Context: an optimization exercise on an open-source flow, tuned for small area and few clock cycles. The choices shown serve that exercise and are no tape-out recipe.
RTL that was checked went through simulation tests only; none was proved equivalent to the original.
No activity file was given, so power comes from the tool's default toggle rates.

==> run a: inputs <==
==> flow/design.v <==
`timescale 1ns/10ps
package store_pkg;
  localparam int num_channels = 3;
  localparam int data_w       = 128;
  localparam int addr_w       = 32;
  localparam int count_w      = 4;
  localparam int fifo_depth   = 8;
  localparam int ptr_w        = 3;
  localparam int burst_len    = 8;
  localparam int region_bursts = 4;
  localparam int burst_cnt_w   = 3;
  localparam int state_w = 2;
  localparam logic [state_w-1:0] st_idle = 2'd0;
  localparam logic [state_w-1:0] st_cmd  = 2'd1;
  localparam logic [state_w-1:0] st_data = 2'd2;
  typedef logic [data_w-1:0]       data_t;
  typedef logic [addr_w-1:0]       addr_t;
  typedef logic [num_channels-1:0] chan_mask_t;
  typedef logic [count_w-1:0]      fifo_count_t;
  localparam addr_t burst_addr_step = 32'd128;
  localparam logic [num_channels*addr_w-1:0] region_base = {
    32'hB200_0000,
    32'h9900_0000,
    32'h8000_0000
  };
endpackage
`timescale 1ns/10ps
module capture_fifo
(
  input  logic        ddr3_user_clk,
  input  logic        fifo_rst_trig_corss_domian,
  input  store_pkg::data_t       in_data,
  input  logic        in_valid,
  output logic        in_ready,
  input  logic        pop,
  input  logic        rd_en,
  input  logic [store_pkg::ptr_w-1:0] rd_idx,
  output store_pkg::data_t       head,
  output store_pkg::fifo_count_t count
);
  store_pkg::data_t            mem [0:store_pkg::fifo_depth-1];
  logic [store_pkg::ptr_w-1:0] wr_ptr;
  logic             push;
  assign in_ready = !count[store_pkg::count_w-1];
  assign push     = in_valid && in_ready;
  always_comb
  begin
    head = '0;
    for (int i = 0; i < store_pkg::fifo_depth; i++)
    begin
      if (rd_en && rd_idx == store_pkg::ptr_w'(i))
        head = head | mem[i];
    end
  end
  always_ff @(posedge ddr3_user_clk)
  begin
    if (fifo_rst_trig_corss_domian)
    begin
      wr_ptr <= '0;
      count  <= '0;
    end
    else
    begin
      if (push)
        wr_ptr <= wr_ptr + 1'b1;
      case ({push, pop})
        2'b10:   count <= count + 1'b1;
        2'b01:   count <= count - 1'b1;
        default: count <= count;
      endcase
    end
  end
  always_ff @(posedge ddr3_user_clk)
  begin
    for (int i = 0; i < store_pkg::fifo_depth; i++)
    begin
      if (push && wr_ptr == store_pkg::ptr_w'(i))
        mem[i] <= in_data;
    end
  end
endmodule
`timescale 1ns/10ps
module region_addr_gen
(
  input  logic       ddr3_user_clk,
  input  logic       fifo_rst_trig_corss_domian,
  input  store_pkg::chan_mask_t burst_done,
  output logic [store_pkg::num_channels-1:0][store_pkg::addr_w-1:0] chan_addr,
  output store_pkg::chan_mask_t exhausted
);
  logic [store_pkg::num_channels-1:0][store_pkg::burst_cnt_w-1:0] burst_cnt;
  always_comb
  begin
    for (int c = 0; c < store_pkg::num_channels; c++)
    begin
      exhausted[c] = burst_cnt[c][2];
      chan_addr[c] = store_pkg::region_base[c*store_pkg::addr_w +: store_pkg::addr_w]
                   | {23'd0, burst_cnt[c][1:0], 7'd0};
    end
  end
  always_ff @(posedge ddr3_user_clk)
  begin
    for (int c = 0; c < store_pkg::num_channels; c++)
    begin
      if (fifo_rst_trig_corss_domian)
        burst_cnt[c] <= '0;
      else if (burst_done[c] && !exhausted[c])
        burst_cnt[c] <= burst_cnt[c] + 1'b1;
    end
  end
endmodule
`timescale 1ns/10ps
module burst_scheduler
(
  input  logic        ddr3_user_clk,
  input  logic        fifo_rst_trig_corss_domian,
  input  logic [store_pkg::num_channels-1:0][store_pkg::count_w-1:0] fifo_count,
  input  store_pkg::chan_mask_t  exhausted,
  input  logic [store_pkg::num_channels-1:0][store_pkg::addr_w-1:0] chan_addr,
  output store_pkg::chan_mask_t  pop,
  output store_pkg::chan_mask_t  rd_en,
  output logic [store_pkg::ptr_w-1:0] rd_idx,
  output store_pkg::chan_mask_t  burst_done,
  output logic        wr_valid,
  input  logic        wr_ready,
  output store_pkg::addr_t       wr_addr,
  input  logic        wr_data_req,
  input  logic        wr_data_end
);
  logic [store_pkg::state_w-1:0] state;
  store_pkg::chan_mask_t         grant;
  store_pkg::chan_mask_t         last;
  store_pkg::chan_mask_t         eligible;
  store_pkg::chan_mask_t         pick;
  store_pkg::chan_mask_t         sel;
  logic [store_pkg::ptr_w-1:0]   beat;
  logic               idle;
  logic               in_data;
  always_comb
  begin
    for (int c = 0; c < store_pkg::num_channels; c++)
    begin
      eligible[c] = !exhausted[c] && fifo_count[c][store_pkg::count_w-1];
    end
  end
  always_comb
  begin
    case (last)
      3'b001:  pick = eligible[1] ? 3'b010 : eligible[2] ? 3'b100 : eligible[0] ? 3'b001 : 3'b000;
      3'b010:  pick = eligible[2] ? 3'b100 : eligible[0] ? 3'b001 : eligible[1] ? 3'b010 : 3'b000;
      default: pick = eligible[0] ? 3'b001 : eligible[1] ? 3'b010 : eligible[2] ? 3'b100 : 3'b000;
    endcase
  end
  assign idle    = (state == store_pkg::st_idle);
  assign in_data = (state == store_pkg::st_data);
  always_ff @(posedge ddr3_user_clk)
  begin
    if (fifo_rst_trig_corss_domian)
    begin
      state <= store_pkg::st_idle;
      grant <= '0;
      last  <= '0;
      beat  <= '0;
    end
    else
    begin
      case (state)
        store_pkg::st_idle:
        begin
          if (|eligible)
          begin
            grant <= pick;
            last  <= pick;
            state <= wr_ready ? store_pkg::st_data : store_pkg::st_cmd;
          end
        end
        store_pkg::st_cmd:
        begin
          if (wr_ready)
            state <= store_pkg::st_data;
        end
        store_pkg::st_data:
        begin
          if (wr_data_req)
            beat <= beat + 1'b1;
          if (wr_data_end)
          begin
            grant <= '0;
            state <= store_pkg::st_idle;
          end
        end
        default:
        begin
          grant <= '0;
          state <= store_pkg::st_idle;
        end
      endcase
    end
  end
  assign wr_valid = (state == store_pkg::st_cmd) || (idle && |eligible);
  assign rd_en      = grant;
  assign rd_idx     = beat;
  assign pop        = in_data ? (grant & {store_pkg::num_channels{wr_data_req}}) : '0;
  assign burst_done = (in_data && wr_data_end) ? grant : '0;
  assign sel = idle ? pick : grant;
  always_comb
  begin
    wr_addr = '0;
    for (int c = 0; c < store_pkg::num_channels; c++)
    begin
      if (sel[c])
        wr_addr = wr_addr | chan_addr[c];
    end
  end
endmodule
`timescale 1ns/10ps
module data_store_top
(
  input  logic  ddr3_user_clk,
  input  logic  fifo_rst_trig_corss_domian,
  input  store_pkg::data_t sample_data_0,
  input  logic  sample_valid_0,
  output logic  sample_ready_0,
  input  store_pkg::data_t sample_data_1,
  input  logic  sample_valid_1,
  output logic  sample_ready_1,
  input  store_pkg::data_t sample_data_2,
  input  logic  sample_valid_2,
  output logic  sample_ready_2,
  output logic  wr_valid,
  input  logic  wr_ready,
  output store_pkg::addr_t wr_addr,
  output store_pkg::data_t wr_data,
  input  logic  wr_data_req,
  input  logic  wr_data_end
);
  logic [store_pkg::num_channels-1:0][store_pkg::count_w-1:0] fifo_count;
  logic [store_pkg::num_channels-1:0][store_pkg::data_w-1:0]  fifo_head;
  logic [store_pkg::num_channels-1:0][store_pkg::addr_w-1:0]  chan_addr;
  store_pkg::chan_mask_t  exhausted;
  store_pkg::chan_mask_t  pop;
  store_pkg::chan_mask_t  rd_en;
  store_pkg::chan_mask_t  burst_done;
  logic [store_pkg::ptr_w-1:0] rd_idx;
  capture_fifo u_fifo_0 (
    .ddr3_user_clk              (ddr3_user_clk),
    .fifo_rst_trig_corss_domian (fifo_rst_trig_corss_domian),
    .in_data                    (sample_data_0),
    .in_valid                   (sample_valid_0),
    .in_ready                   (sample_ready_0),
    .pop                        (pop[0]),
    .rd_en                      (rd_en[0]),
    .rd_idx                     (rd_idx),
    .head                       (fifo_head[0]),
    .count                      (fifo_count[0])
  );
  capture_fifo u_fifo_1 (
    .ddr3_user_clk              (ddr3_user_clk),
    .fifo_rst_trig_corss_domian (fifo_rst_trig_corss_domian),
    .in_data                    (sample_data_1),
    .in_valid                   (sample_valid_1),
    .in_ready                   (sample_ready_1),
    .pop                        (pop[1]),
    .rd_en                      (rd_en[1]),
    .rd_idx                     (rd_idx),
    .head                       (fifo_head[1]),
    .count                      (fifo_count[1])
  );
  capture_fifo u_fifo_2 (
    .ddr3_user_clk              (ddr3_user_clk),
    .fifo_rst_trig_corss_domian (fifo_rst_trig_corss_domian),
    .in_data                    (sample_data_2),
    .in_valid                   (sample_valid_2),
    .in_ready                   (sample_ready_2),
    .pop                        (pop[2]),
    .rd_en                      (rd_en[2]),
    .rd_idx                     (rd_idx),
    .head                       (fifo_head[2]),
    .count                      (fifo_count[2])
  );
  assign wr_data = fifo_head[0] | fifo_head[1] | fifo_head[2];
  region_addr_gen u_addr_gen (
    .ddr3_user_clk              (ddr3_user_clk),
    .fifo_rst_trig_corss_domian (fifo_rst_trig_corss_domian),
    .burst_done                 (burst_done),
    .chan_addr                  (chan_addr),
    .exhausted                  (exhausted)
  );
  burst_scheduler u_sched (
    .ddr3_user_clk              (ddr3_user_clk),
    .fifo_rst_trig_corss_domian (fifo_rst_trig_corss_domian),
    .fifo_count                 (fifo_count),
    .exhausted                  (exhausted),
    .chan_addr                  (chan_addr),
    .pop                        (pop),
    .rd_en                      (rd_en),
    .rd_idx                     (rd_idx),
    .burst_done                 (burst_done),
    .wr_valid                   (wr_valid),
    .wr_ready                   (wr_ready),
    .wr_addr                    (wr_addr),
    .wr_data_req                (wr_data_req),
    .wr_data_end                (wr_data_end)
  );
endmodule
==> flow/run.sh <==
#!/bin/bash
# synth_recipe.tcl (not shown) runs the flow's synth.tcl, then flattens the netlist and writes it again
# the make line also repeats each setting of config.mk as NAME=value (left out here)
make -C /OpenROAD-flow-scripts/flow DESIGN_CONFIG=/design/flow/config.mk WORK_HOME=/design/flow/orfs CLKGATE_MAP_FILE= SYNTH_SCRIPT=/design/flow/synth_recipe.tcl finish
==> flow/config.mk <==
export PLATFORM = sky130hd
export DESIGN_NAME = data_store_top
export DESIGN_NICKNAME = data_store_top
export VERILOG_FILES = /design/flow/design.v
export SDC_FILE = /design/flow/constraint.sdc
export NUM_CORES = 4
export LEC_CHECK = 0
export CAP_MARGIN = 20
export CORE_MARGIN = 2
export CORE_UTILIZATION = 40
export SLEW_MARGIN = 20
==> flow/constraint.sdc <==
create_clock -name core_clock -period 6.0 [get_ports {ddr3_user_clk}]
set_input_delay 1.2000 -clock core_clock [delete_from_list [all_inputs] [get_ports {ddr3_user_clk}]]
set_output_delay 1.2000 -clock core_clock [all_outputs]
set_load 0.01 [all_outputs]
==> inputs of run b, as changes to run a <==
--- a/flow/design.v
+++ b/flow/design.v
@@ -34,7 +34,5 @@
   output logic        in_ready,
   input  logic        pop,
-  input  logic        rd_en,
-  input  logic [store_pkg::ptr_w-1:0] rd_idx,
-  output store_pkg::data_t       head,
+  output logic [store_pkg::fifo_depth-1:0][store_pkg::data_w-1:0] slots,
   output store_pkg::fifo_count_t count
 );
@@ -46,10 +44,6 @@
   always_comb
   begin
-    head = '0;
     for (int i = 0; i < store_pkg::fifo_depth; i++)
-    begin
-      if (rd_en && rd_idx == store_pkg::ptr_w'(i))
-        head = head | mem[i];
-    end
+      slots[i] = mem[i];
   end
   always_ff @(posedge ddr3_user_clk)
@@ -86,5 +80,5 @@
   input  logic       fifo_rst_trig_corss_domian,
   input  store_pkg::chan_mask_t burst_done,
-  output logic [store_pkg::num_channels-1:0][store_pkg::addr_w-1:0] chan_addr,
+  output logic [store_pkg::num_channels-1:0][1:0] burst_idx,
   output store_pkg::chan_mask_t exhausted
 );
@@ -95,6 +89,5 @@
     begin
       exhausted[c] = burst_cnt[c][2];
-      chan_addr[c] = store_pkg::region_base[c*store_pkg::addr_w +: store_pkg::addr_w]
-                   | {23'd0, burst_cnt[c][1:0], 7'd0};
+      burst_idx[c] = burst_cnt[c][1:0];
     end
   end
@@ -117,8 +110,7 @@
   input  logic [store_pkg::num_channels-1:0][store_pkg::count_w-1:0] fifo_count,
   input  store_pkg::chan_mask_t  exhausted,
-  input  logic [store_pkg::num_channels-1:0][store_pkg::addr_w-1:0] chan_addr,
+  input  logic [store_pkg::num_channels-1:0][1:0] burst_idx,
   output store_pkg::chan_mask_t  pop,
-  output store_pkg::chan_mask_t  rd_en,
-  output logic [store_pkg::ptr_w-1:0] rd_idx,
+  output logic [store_pkg::num_channels-1:0][store_pkg::fifo_depth-1:0] rd_sel,
   output store_pkg::chan_mask_t  burst_done,
   output logic        wr_valid,
@@ -130,9 +122,9 @@
   logic [store_pkg::state_w-1:0] state;
   store_pkg::chan_mask_t         grant;
-  store_pkg::chan_mask_t         last;
   store_pkg::chan_mask_t         eligible;
   store_pkg::chan_mask_t         pick;
   store_pkg::chan_mask_t         sel;
   logic [store_pkg::ptr_w-1:0]   beat;
+  logic [1:0]                    idx;
   logic               idle;
   logic               in_data;
@@ -146,5 +138,5 @@
   always_comb
   begin
-    case (last)
+    case (grant)
       3'b001:  pick = eligible[1] ? 3'b010 : eligible[2] ? 3'b100 : eligible[0] ? 3'b001 : 3'b000;
       3'b010:  pick = eligible[2] ? 3'b100 : eligible[0] ? 3'b001 : eligible[1] ? 3'b010 : 3'b000;
@@ -160,5 +152,4 @@
       state <= store_pkg::st_idle;
       grant <= '0;
-      last  <= '0;
       beat  <= '0;
     end
@@ -171,5 +162,4 @@
           begin
             grant <= pick;
-            last  <= pick;
             state <= wr_ready ? store_pkg::st_data : store_pkg::st_cmd;
           end
@@ -185,12 +175,8 @@
             beat <= beat + 1'b1;
           if (wr_data_end)
-          begin
-            grant <= '0;
             state <= store_pkg::st_idle;
-          end
         end
         default:
         begin
-          grant <= '0;
           state <= store_pkg::st_idle;
         end
@@ -199,17 +185,26 @@
   end
   assign wr_valid = (state == store_pkg::st_cmd) || (idle && |eligible);
-  assign rd_en      = grant;
-  assign rd_idx     = beat;
   assign pop        = in_data ? (grant & {store_pkg::num_channels{wr_data_req}}) : '0;
   assign burst_done = (in_data && wr_data_end) ? grant : '0;
+  always_comb
+  begin
+    for (int c = 0; c < store_pkg::num_channels; c++)
+      for (int i = 0; i < store_pkg::fifo_depth; i++)
+        rd_sel[c][i] = grant[c] && (beat == store_pkg::ptr_w'(i));
+  end
   assign sel = idle ? pick : grant;
   always_comb
   begin
     wr_addr = '0;
+    idx     = '0;
     for (int c = 0; c < store_pkg::num_channels; c++)
     begin
       if (sel[c])
-        wr_addr = wr_addr | chan_addr[c];
+      begin
+        wr_addr = wr_addr | store_pkg::region_base[c*store_pkg::addr_w +: store_pkg::addr_w];
+        idx     = idx | burst_idx[c];
+      end
     end
+    wr_addr[8:7] = idx;
   end
 endmodule
@@ -236,11 +231,10 @@
 );
   logic [store_pkg::num_channels-1:0][store_pkg::count_w-1:0] fifo_count;
-  logic [store_pkg::num_channels-1:0][store_pkg::data_w-1:0]  fifo_head;
-  logic [store_pkg::num_channels-1:0][store_pkg::addr_w-1:0]  chan_addr;
+  logic [store_pkg::num_channels-1:0][store_pkg::fifo_depth-1:0][store_pkg::data_w-1:0] fifo_slots;
+  logic [store_pkg::num_channels-1:0][1:0] burst_idx;
   store_pkg::chan_mask_t  exhausted;
   store_pkg::chan_mask_t  pop;
-  store_pkg::chan_mask_t  rd_en;
   store_pkg::chan_mask_t  burst_done;
-  logic [store_pkg::ptr_w-1:0] rd_idx;
+  logic [store_pkg::num_channels-1:0][store_pkg::fifo_depth-1:0] rd_sel;
   capture_fifo u_fifo_0 (
     .ddr3_user_clk              (ddr3_user_clk),
@@ -250,7 +244,5 @@
     .in_ready                   (sample_ready_0),
     .pop                        (pop[0]),
-    .rd_en                      (rd_en[0]),
-    .rd_idx                     (rd_idx),
-    .head                       (fifo_head[0]),
+    .slots                      (fifo_slots[0]),
     .count                      (fifo_count[0])
   );
@@ -262,7 +254,5 @@
     .in_ready                   (sample_ready_1),
     .pop                        (pop[1]),
-    .rd_en                      (rd_en[1]),
-    .rd_idx                     (rd_idx),
-    .head                       (fifo_head[1]),
+    .slots                      (fifo_slots[1]),
     .count                      (fifo_count[1])
   );
@@ -274,15 +264,17 @@
     .in_ready                   (sample_ready_2),
     .pop                        (pop[2]),
-    .rd_en                      (rd_en[2]),
-    .rd_idx                     (rd_idx),
-    .head                       (fifo_head[2]),
+    .slots                      (fifo_slots[2]),
     .count                      (fifo_count[2])
   );
-  assign wr_data = fifo_head[0] | fifo_head[1] | fifo_head[2];
+  read_mux u_read_mux (
+    .slots   (fifo_slots),
+    .sel     (rd_sel),
+    .data    (wr_data)
+  );
   region_addr_gen u_addr_gen (
     .ddr3_user_clk              (ddr3_user_clk),
     .fifo_rst_trig_corss_domian (fifo_rst_trig_corss_domian),
     .burst_done                 (burst_done),
-    .chan_addr                  (chan_addr),
+    .burst_idx                  (burst_idx),
     .exhausted                  (exhausted)
   );
@@ -292,8 +284,7 @@
     .fifo_count                 (fifo_count),
     .exhausted                  (exhausted),
-    .chan_addr                  (chan_addr),
+    .burst_idx                  (burst_idx),
     .pop                        (pop),
-    .rd_en                      (rd_en),
-    .rd_idx                     (rd_idx),
+    .rd_sel                     (rd_sel),
     .burst_done                 (burst_done),
     .wr_valid                   (wr_valid),
@@ -304,2 +295,48 @@
   );
 endmodule
+module read_mux
+(
+  input  logic [store_pkg::num_channels-1:0][store_pkg::fifo_depth-1:0][store_pkg::data_w-1:0] slots,
+  input  logic [store_pkg::num_channels-1:0][store_pkg::fifo_depth-1:0] sel,
+  output store_pkg::data_t data
+);
+  for (genvar b = 0; b < store_pkg::data_w; b++)
+  begin : g_bit
+    logic [store_pkg::fifo_depth-1:0] grp_n;
+    for (genvar i = 0; i < store_pkg::fifo_depth; i++)
+    begin : g_slot
+      aoi3_sel u_aoi (
+        .d0  (slots[0][i][b]),
+        .d1  (slots[1][i][b]),
+        .d2  (slots[2][i][b]),
+        .s0  (sel[0][i]),
+        .s1  (sel[1][i]),
+        .s2  (sel[2][i]),
+        .y_n (grp_n[i])
+      );
+    end
+    nand8_join u_join (
+      .a_n (grp_n),
+      .y   (data[b])
+    );
+  end
+endmodule
+module aoi3_sel
+(
+  input  logic d0,
+  input  logic d1,
+  input  logic d2,
+  input  logic s0,
+  input  logic s1,
+  input  logic s2,
+  output logic y_n
+);
+  assign y_n = !((d0 && s0) || (d1 && s1) || (d2 && s2));
+endmodule
+module nand8_join
+(
+  input  logic [7:0] a_n,
+  output logic       y
+);
+  assign y = !(&a_n);
+endmodule
==> flow/flow/run.sh (new file) <==
#!/bin/bash
# Standard layout, except that the port buffers are the smallest buffer cell
# (every input and output port still gets its own buffer).
set -e
cd "$(dirname "$0")/.."
echo 'export BUFFER_PORTS_ARGS = -buffer_cell sky130_fd_sc_hd__buf_1' >> config.mk
export BUFFER_PORTS_ARGS="-buffer_cell sky130_fd_sc_hd__buf_1"
bash standard.sh > standard.log 2>&1
==> flow/standard.sh (new file) <==
#!/bin/bash
# synth_recipe.tcl (not shown) runs the flow's synth.tcl, then flattens the netlist and writes it again
# the make line also repeats each setting of config.mk as NAME=value (left out here)
make -C /OpenROAD-flow-scripts/flow DESIGN_CONFIG=/design/flow/config.mk WORK_HOME=/design/flow/orfs CLKGATE_MAP_FILE= SYNTH_SCRIPT=/design/flow/synth_recipe.tcl "${@:-finish}"
--- a/flow/config.mk
+++ b/flow/config.mk
@@ -8,4 +8,8 @@
 export CAP_MARGIN = 20
 export CORE_MARGIN = 2
-export CORE_UTILIZATION = 40
+export CORE_UTILIZATION = 55
+export CTS_CLUSTER_DIAMETER = 80
+export CTS_CLUSTER_SIZE = 25
 export SLEW_MARGIN = 20
+export SYNTH_HIERARCHICAL = 1
+export BUFFER_PORTS_ARGS = -buffer_cell sky130_fd_sc_hd__buf_1
removed: flow/run.sh
==> inputs of run c, as changes to run a <==
--- a/flow/design.v
+++ b/flow/design.v
@@ -4,7 +4,7 @@
   localparam int data_w       = 128;
   localparam int addr_w       = 32;
-  localparam int count_w      = 4;
-  localparam int fifo_depth   = 8;
-  localparam int ptr_w        = 3;
+  localparam int count_w      = 5;
+  localparam int fifo_depth   = 16;
+  localparam int ptr_w        = 4;
   localparam int burst_len    = 8;
   localparam int region_bursts = 4;
@@ -34,6 +34,4 @@
   output logic        in_ready,
   input  logic        pop,
-  input  logic        rd_en,
-  input  logic [store_pkg::ptr_w-1:0] rd_idx,
   output store_pkg::data_t       head,
   output store_pkg::fifo_count_t count
@@ -41,16 +39,9 @@
   store_pkg::data_t            mem [0:store_pkg::fifo_depth-1];
   logic [store_pkg::ptr_w-1:0] wr_ptr;
+  logic [store_pkg::ptr_w-1:0] rd_ptr;
   logic             push;
-  assign in_ready = !count[store_pkg::count_w-1];
+  assign in_ready = (count != store_pkg::fifo_count_t'(store_pkg::fifo_depth));
   assign push     = in_valid && in_ready;
-  always_comb
-  begin
-    head = '0;
-    for (int i = 0; i < store_pkg::fifo_depth; i++)
-    begin
-      if (rd_en && rd_idx == store_pkg::ptr_w'(i))
-        head = head | mem[i];
-    end
-  end
+  assign head = mem[rd_ptr];
   always_ff @(posedge ddr3_user_clk)
   begin
@@ -58,4 +49,5 @@
     begin
       wr_ptr <= '0;
+      rd_ptr <= '0;
       count  <= '0;
     end
@@ -64,4 +56,6 @@
       if (push)
         wr_ptr <= wr_ptr + 1'b1;
+      if (pop)
+        rd_ptr <= rd_ptr + 1'b1;
       case ({push, pop})
         2'b10:   count <= count + 1'b1;
@@ -73,9 +67,6 @@
   always_ff @(posedge ddr3_user_clk)
   begin
-    for (int i = 0; i < store_pkg::fifo_depth; i++)
-    begin
-      if (push && wr_ptr == store_pkg::ptr_w'(i))
-        mem[i] <= in_data;
-    end
+    if (push)
+      mem[wr_ptr] <= in_data;
   end
 endmodule
@@ -94,7 +85,5 @@
     for (int c = 0; c < store_pkg::num_channels; c++)
     begin
-      exhausted[c] = burst_cnt[c][2];
-      chan_addr[c] = store_pkg::region_base[c*store_pkg::addr_w +: store_pkg::addr_w]
-                   | {23'd0, burst_cnt[c][1:0], 7'd0};
+      exhausted[c] = (burst_cnt[c] == store_pkg::burst_cnt_w'(store_pkg::region_bursts));
     end
   end
@@ -104,7 +93,13 @@
     begin
       if (fifo_rst_trig_corss_domian)
+      begin
+        chan_addr[c] <= store_pkg::region_base[c*store_pkg::addr_w +: store_pkg::addr_w];
         burst_cnt[c] <= '0;
+      end
       else if (burst_done[c] && !exhausted[c])
+      begin
+        chan_addr[c] <= chan_addr[c] + store_pkg::burst_addr_step;
         burst_cnt[c] <= burst_cnt[c] + 1'b1;
+      end
     end
   end
@@ -116,13 +111,13 @@
   input  logic        fifo_rst_trig_corss_domian,
   input  logic [store_pkg::num_channels-1:0][store_pkg::count_w-1:0] fifo_count,
+  input  logic [store_pkg::num_channels-1:0][store_pkg::data_w-1:0] fifo_head,
   input  store_pkg::chan_mask_t  exhausted,
   input  logic [store_pkg::num_channels-1:0][store_pkg::addr_w-1:0] chan_addr,
   output store_pkg::chan_mask_t  pop,
-  output store_pkg::chan_mask_t  rd_en,
-  output logic [store_pkg::ptr_w-1:0] rd_idx,
   output store_pkg::chan_mask_t  burst_done,
   output logic        wr_valid,
   input  logic        wr_ready,
   output store_pkg::addr_t       wr_addr,
+  output store_pkg::data_t       wr_data,
   input  logic        wr_data_req,
   input  logic        wr_data_end
@@ -130,10 +125,6 @@
   logic [store_pkg::state_w-1:0] state;
   store_pkg::chan_mask_t         grant;
-  store_pkg::chan_mask_t         last;
   store_pkg::chan_mask_t         eligible;
   store_pkg::chan_mask_t         pick;
-  store_pkg::chan_mask_t         sel;
-  logic [store_pkg::ptr_w-1:0]   beat;
-  logic               idle;
   logic               in_data;
   always_comb
@@ -141,17 +132,8 @@
     for (int c = 0; c < store_pkg::num_channels; c++)
     begin
-      eligible[c] = !exhausted[c] && fifo_count[c][store_pkg::count_w-1];
-    end
-  end
-  always_comb
-  begin
-    case (last)
-      3'b001:  pick = eligible[1] ? 3'b010 : eligible[2] ? 3'b100 : eligible[0] ? 3'b001 : 3'b000;
-      3'b010:  pick = eligible[2] ? 3'b100 : eligible[0] ? 3'b001 : eligible[1] ? 3'b010 : 3'b000;
-      default: pick = eligible[0] ? 3'b001 : eligible[1] ? 3'b010 : eligible[2] ? 3'b100 : 3'b000;
-    endcase
-  end
-  assign idle    = (state == store_pkg::st_idle);
-  assign in_data = (state == store_pkg::st_data);
+      eligible[c] = (fifo_count[c] >= store_pkg::fifo_count_t'(store_pkg::burst_len)) && !exhausted[c];
+    end
+  end
+  assign pick = eligible & (~eligible + store_pkg::chan_mask_t'(1));
   always_ff @(posedge ddr3_user_clk)
   begin
@@ -160,6 +142,4 @@
       state <= store_pkg::st_idle;
       grant <= '0;
-      last  <= '0;
-      beat  <= '0;
     end
     else
@@ -171,6 +151,5 @@
           begin
             grant <= pick;
-            last  <= pick;
-            state <= wr_ready ? store_pkg::st_data : store_pkg::st_cmd;
+            state <= store_pkg::st_cmd;
           end
         end
@@ -182,6 +161,4 @@
         store_pkg::st_data:
         begin
-          if (wr_data_req)
-            beat <= beat + 1'b1;
           if (wr_data_end)
           begin
@@ -198,17 +175,19 @@
     end
   end
-  assign wr_valid = (state == store_pkg::st_cmd) || (idle && |eligible);
-  assign rd_en      = grant;
-  assign rd_idx     = beat;
+  assign wr_valid = (state == store_pkg::st_cmd);
+  assign in_data  = (state == store_pkg::st_data);
   assign pop        = in_data ? (grant & {store_pkg::num_channels{wr_data_req}}) : '0;
   assign burst_done = (in_data && wr_data_end) ? grant : '0;
-  assign sel = idle ? pick : grant;
   always_comb
   begin
     wr_addr = '0;
-    for (int c = 0; c < store_pkg::num_channels; c++)
-    begin
-      if (sel[c])
-        wr_addr = wr_addr | chan_addr[c];
+    wr_data = '0;
+    for (int c = 0; c < store_pkg::num_channels; c++)
+    begin
+      if (grant[c])
+      begin
+        wr_addr = chan_addr[c];
+        wr_data = fifo_head[c];
+      end
     end
   end
@@ -240,7 +219,5 @@
   store_pkg::chan_mask_t  exhausted;
   store_pkg::chan_mask_t  pop;
-  store_pkg::chan_mask_t  rd_en;
   store_pkg::chan_mask_t  burst_done;
-  logic [store_pkg::ptr_w-1:0] rd_idx;
   capture_fifo u_fifo_0 (
     .ddr3_user_clk              (ddr3_user_clk),
@@ -250,6 +227,4 @@
     .in_ready                   (sample_ready_0),
     .pop                        (pop[0]),
-    .rd_en                      (rd_en[0]),
-    .rd_idx                     (rd_idx),
     .head                       (fifo_head[0]),
     .count                      (fifo_count[0])
@@ -262,6 +237,4 @@
     .in_ready                   (sample_ready_1),
     .pop                        (pop[1]),
-    .rd_en                      (rd_en[1]),
-    .rd_idx                     (rd_idx),
     .head                       (fifo_head[1]),
     .count                      (fifo_count[1])
@@ -274,10 +247,7 @@
     .in_ready                   (sample_ready_2),
     .pop                        (pop[2]),
-    .rd_en                      (rd_en[2]),
-    .rd_idx                     (rd_idx),
     .head                       (fifo_head[2]),
     .count                      (fifo_count[2])
   );
-  assign wr_data = fifo_head[0] | fifo_head[1] | fifo_head[2];
   region_addr_gen u_addr_gen (
     .ddr3_user_clk              (ddr3_user_clk),
@@ -291,13 +261,13 @@
     .fifo_rst_trig_corss_domian (fifo_rst_trig_corss_domian),
     .fifo_count                 (fifo_count),
+    .fifo_head                  (fifo_head),
     .exhausted                  (exhausted),
     .chan_addr                  (chan_addr),
     .pop                        (pop),
-    .rd_en                      (rd_en),
-    .rd_idx                     (rd_idx),
     .burst_done                 (burst_done),
     .wr_valid                   (wr_valid),
     .wr_ready                   (wr_ready),
     .wr_addr                    (wr_addr),
+    .wr_data                    (wr_data),
     .wr_data_req                (wr_data_req),
     .wr_data_end                (wr_data_end)
==> comparison table <==
| quantity | run a | run c | run b |
|---|---|---|---|
| Outcome | no timing/DRC/antenna violations | no timing/DRC/antenna violations | no timing/DRC/antenna violations |
| Diodes inserted | 67 | 103 | 59 |
| End of the worst hold path | u_fifo_2.count[2] | u_addr_gen.chan_addr[63] | u_addr_gen.burst_cnt[1] |
| Core Rows | 197 | 284 | 162 |
| Net switching power | 9537 uW | 17,930 uW | 7575 uW |
| Routed length on met1 | 156.3 mm | 267.9 mm | 128.0 mm |
| Sequential power share | 55.0% | 54.9% | 66.6% |
| Global placement routability congestion | 0.8301 | 0.7972 | 0.8426 |
| Comb power frac | 3.1% | 2.2% | 3.0% |
| Port-buffer cells | 531 | 548 | 531 |
| Worst-Margin Slew | 1156 ps | 1089 ps | 1142 ps |
| Die Area | 293,500 um^2 | 607,500 um^2 | 199,600 um^2 |
| First DRT Iteration DRCs | 12,600 | 15,060 | 13,050 |
| Global-route wire length before repair | 564.5 mm | 917.8 mm | 484.2 mm |
| Layout overhead on the synthesized area | 17.94% | 16.18% | 10.84% |
| Number of clock sinks seen by CTS | 3,113 | 6,284 | 3,110 |
| Share of cell area taken by flip-flops and latches | 68.23% | 67.05% | 77.81% |
| Count of buffer and inverter cells on the critical path | 4 | 2 | 2 |
| Post-layout utilization of the core | 47.39% | 46.67% | 61.36% |
| H-tree levels | 5 | 6 | 4 |
Testbench counts of run a, summed over its fixed seeds: cycles 20,440.
Testbench counts of run b, summed over its fixed seeds: cycles 20,440.
For run c, only the layout was checked, not whether the RTL still works.

==> port drivers added, routing unchanged <==
No port has a modelled driver above. Below, the same layouts with a new extraction and two added sets of constraints. Step 1 (the two cells are an assumption about what drives the block):
set clk [get_ports {ddr3_user_clk}]
set_driving_cell -lib_cell sky130_fd_sc_hd__clkbuf_16 $clk
set_driving_cell -lib_cell sky130_fd_sc_hd__buf_2 [delete_from_list [all_inputs] $clk]
Step 2 adds t to the input delays and takes it off the output delays; t is the mean of the earliest and latest rising clock arrival at the registers after step 1. Input paths then give back, and output paths get back, about the clock's delay inside the block. a / b / c = no drivers / after step 1 / after step 2; a / b = the first two.
run	t (ns)	setup WS [ns]	worst setup path at the end
run a	1.014	0.060 / -0.050 / 0.964	register to output
run b	0.926	0.664 / 0.573 / 1.499	register to output
run c	1.220	0.098 / -0.031 / 1.189	register to output
After both steps setup and hold are still met in every run listed.
